Background: an optimization exercise with open tools, aiming at small area, a short achievable clock period and few clock cycles per item. Do not read the settings as production practice. Function was checked by simulation only, so behaviour that the tests miss may differ from the original. Power figures rest on the tool's default switching activity, not on a simulated workload.

Design pu_fabric, start of the top module:
module pu_fabric #(
    parameter int BUS_STAGES = pu_pkg::BUS_STAGES_DEF,
    parameter int NEIGH_STAGES = pu_pkg::NEIGH_STAGES_DEF,
    parameter int WR_DEPTH = pu_pkg::WR_DEPTH_DEF,
    parameter int RD_DEPTH = pu_pkg::RD_DEPTH_DEF
) (
    input  wire logic             clk,
    input  wire logic             rstn,
    input  wire pu_pkg::pe_mask_t dest_valid,
    input  wire logic [pu_pkg::NUM_PE*pu_pkg::LOG_NUM_PE-1:0] dest_addr,
    input  wire logic [pu_pkg::NUM_PE*pu_pkg::DATA_LEN-1:0] dest_data,
    output pu_pkg::pe_mask_t      fifo_full,
    output pu_pkg::pe_mask_t      src_valid,
    output logic      [pu_pkg::NUM_PE*pu_pkg::DATA_LEN-1:0] src_data,
    input  wire pu_pkg::pe_mask_t src_rq,
    input  wire logic [pu_pkg::NUM_PE*pu_pkg::DATA_LEN-1:0] neigh_in,
    input  wire pu_pkg::pe_mask_t neigh_in_v,
    output logic      [pu_pkg::NUM_PE*pu_pkg::DATA_LEN-1:0] neigh_out,
    output pu_pkg::pe_mask_t      neigh_out_v,
    input  wire logic             start,
    input  wire logic             eoc,
    input  wire pu_pkg::pe_mask_t pe_eol,
    input  wire pu_pkg::pe_mask_t pe_eoi,
    output logic                  inst_eol,
    output logic                  eoi_pu
);
Size: roughly 2000 cells after synthesis, roughly 610 I/O pins, about 23000 sq um of cells after synthesis.
export LEC_CHECK = 0
export CAP_MARGIN = 20
export CORE_MARGIN = 2
export CORE_UTILIZATION = 40
export CTS_BUF_LIST = sky130_fd_sc_hd__clkbuf_8 sky130_fd_sc_hd__clkbuf_16
export CTS_CLUSTER_DIAMETER = 80
export CTS_CLUSTER_SIZE = 30
export PLACE_DENSITY = 0.45
export SETUP_SLACK_MARGIN = 3.05
export SLEW_MARGIN = 20
export SYNTH_HIERARCHICAL = 1
export BUFFER_PORTS_ARGS = -buffer_cell sky130_fd_sc_hd__buf_1
create_clock -name core_clock -period 6.5 [get_ports {clk}]
standard.sh (not shown) runs the stock make flow with config.mk's settings and CLKGATE_MAP_FILE= SYNTH_SCRIPT=/design/flow/synth_recipe.tcl, a recipe that flattens the netlist after the stock synthesis.
==> flow/flow/run.sh <==
#!/bin/bash
set -o pipefail
cp standard.sh standard_copy.txt 2>/dev/null
echo "export BUFFER_PORTS_ARGS = -buffer_cell sky130_fd_sc_hd__buf_1" >> config.mk
bash standard.sh > standard.log 2>&1
The starting point finished clean.
Testbench counts at the start, summed over its fixed seeds: cycles 887, words 4,096.
Change:
--- a/flow/config.mk
+++ b/flow/config.mk
@@ -10,6 +10,6 @@
 export CORE_UTILIZATION = 40
 export CTS_BUF_LIST = sky130_fd_sc_hd__clkbuf_8 sky130_fd_sc_hd__clkbuf_16
-export CTS_CLUSTER_DIAMETER = 80
-export CTS_CLUSTER_SIZE = 30
+export CTS_CLUSTER_DIAMETER = 60
+export CTS_CLUSTER_SIZE = 20
 export PLACE_DENSITY = 0.45
 export SETUP_SLACK_MARGIN = 3.05
After rerunning:
- hold slack loses 0.0037 ns
- count of clock-buffer cells in the layout is higher by 13
- clock skew is lower by 0.011 ns
- clock power is higher by 20%
- critical path depth does not change
- worst setup slack gains 0.042 ns
- global-route usage is higher by 0.12 points
- via count is lower by 0.66%
- die area is unchanged


== rev 12 ==
Another version of the RTL of pu_fabric (not shown whole).
Size: about 400 flip-flops, roughly 23000 µm² of cells after synthesis.
==> flow/design.v (excerpt) <==
module pu_fabric #(
    parameter int BUS_STAGES = pu_pkg::BUS_STAGES_DEF,
    parameter int NEIGH_STAGES = pu_pkg::NEIGH_STAGES_DEF,
    parameter int WR_DEPTH = pu_pkg::WR_DEPTH_DEF,
    parameter int RD_DEPTH = pu_pkg::RD_DEPTH_DEF
) (
    input  wire logic             clk,
    input  wire logic             rstn,
    input  wire pu_pkg::pe_mask_t dest_valid,
    input  wire logic [pu_pkg::NUM_PE*pu_pkg::LOG_NUM_PE-1:0] dest_addr,
    input  wire logic [pu_pkg::NUM_PE*pu_pkg::DATA_LEN-1:0] dest_data,
    output pu_pkg::pe_mask_t      fifo_full,
    output pu_pkg::pe_mask_t      src_valid,
    output logic      [pu_pkg::NUM_PE*pu_pkg::DATA_LEN-1:0] src_data,
    input  wire pu_pkg::pe_mask_t src_rq,
    input  wire logic [pu_pkg::NUM_PE*pu_pkg::DATA_LEN-1:0] neigh_in,
    input  wire pu_pkg::pe_mask_t neigh_in_v,
    output logic      [pu_pkg::NUM_PE*pu_pkg::DATA_LEN-1:0] neigh_out,
    output pu_pkg::pe_mask_t      neigh_out_v,
  ...
export LEC_CHECK = 0
export CAP_MARGIN = 20
export CORE_MARGIN = 2
export CORE_UTILIZATION = 40
export CTS_BUF_LIST = sky130_fd_sc_hd__clkbuf_8 sky130_fd_sc_hd__clkbuf_16
export CTS_CLUSTER_DIAMETER = 80
export CTS_CLUSTER_SIZE = 30
export PLACE_DENSITY = 0.45
export SETUP_SLACK_MARGIN = 3.15
export SLEW_MARGIN = 20
export SYNTH_HIERARCHICAL = 1
export BUFFER_PORTS_ARGS = -buffer_cell sky130_fd_sc_hd__buf_1
create_clock -name core_clock -period 6.5 [get_ports {clk}]
Scripts as last shown in full above: flow/flow/run.sh
Rev 12: flow completed, timing, DRC and antenna clean
Testbench counts of rev 12, summed over its fixed seeds: cycles 887, words 4,096.
Inputs modified between rev 12 and rev 13:
Settings: SETUP_SLACK_MARGIN: 3.15 -> 3.05.
Notes after the runs:
Every stage of the flow completed for rev 12, and the final layout passed the timing, design-rule and antenna checks. Rev 13 | stages: all done | timing, DRC, antenna: all pass. Going from rev 12 to rev 13, count of buffers not belonging to the clock network in the layout has decreased; routing usage on met3 +2.2 points; final standard cell area without fillers moved down.

afterwards: timing with drivers on the ports:
In the flow no input, the clock included, has a driving cell. The finished layouts below were timed again as built, in two steps. Step 1 sets driving cells, clkbuf_16 on the clock port and buf_2 on the other inputs (assumed; they add their load-dependent delay and slew). Step 2 adds t to the input delays and takes it off the output delays; t is the mean of the earliest and latest rising clock arrival at the registers after step 1. Input paths then give back, and output paths get back, about the clock's delay inside the block. Slacks: no drivers / after step 1 / after step 2; pairs: no drivers / after step 1.
run	t (ns)	setup WS [ns]	clock arrival spread, ns	worst slew at a driven data input, ns
the first run of note 1	0.682	3.009 / 2.937 / 2.448	0.036 / 0.036	0.19
the second run of note 1	0.626	3.051 / 2.948 / 2.478	0.022 / 0.022	0.20
rev 12	0.671	3.025 / 2.927 / 2.326	0.033 / 0.033	0.18
rev 13	0.697	3.040 / 2.932 / 2.349	0.073 / 0.073	0.20
After both steps setup and hold are still met in every run listed. For rev 12, which loses most, drivers alone change the setup slack by -0.098 ns; drivers and shift together by -0.699 ns.
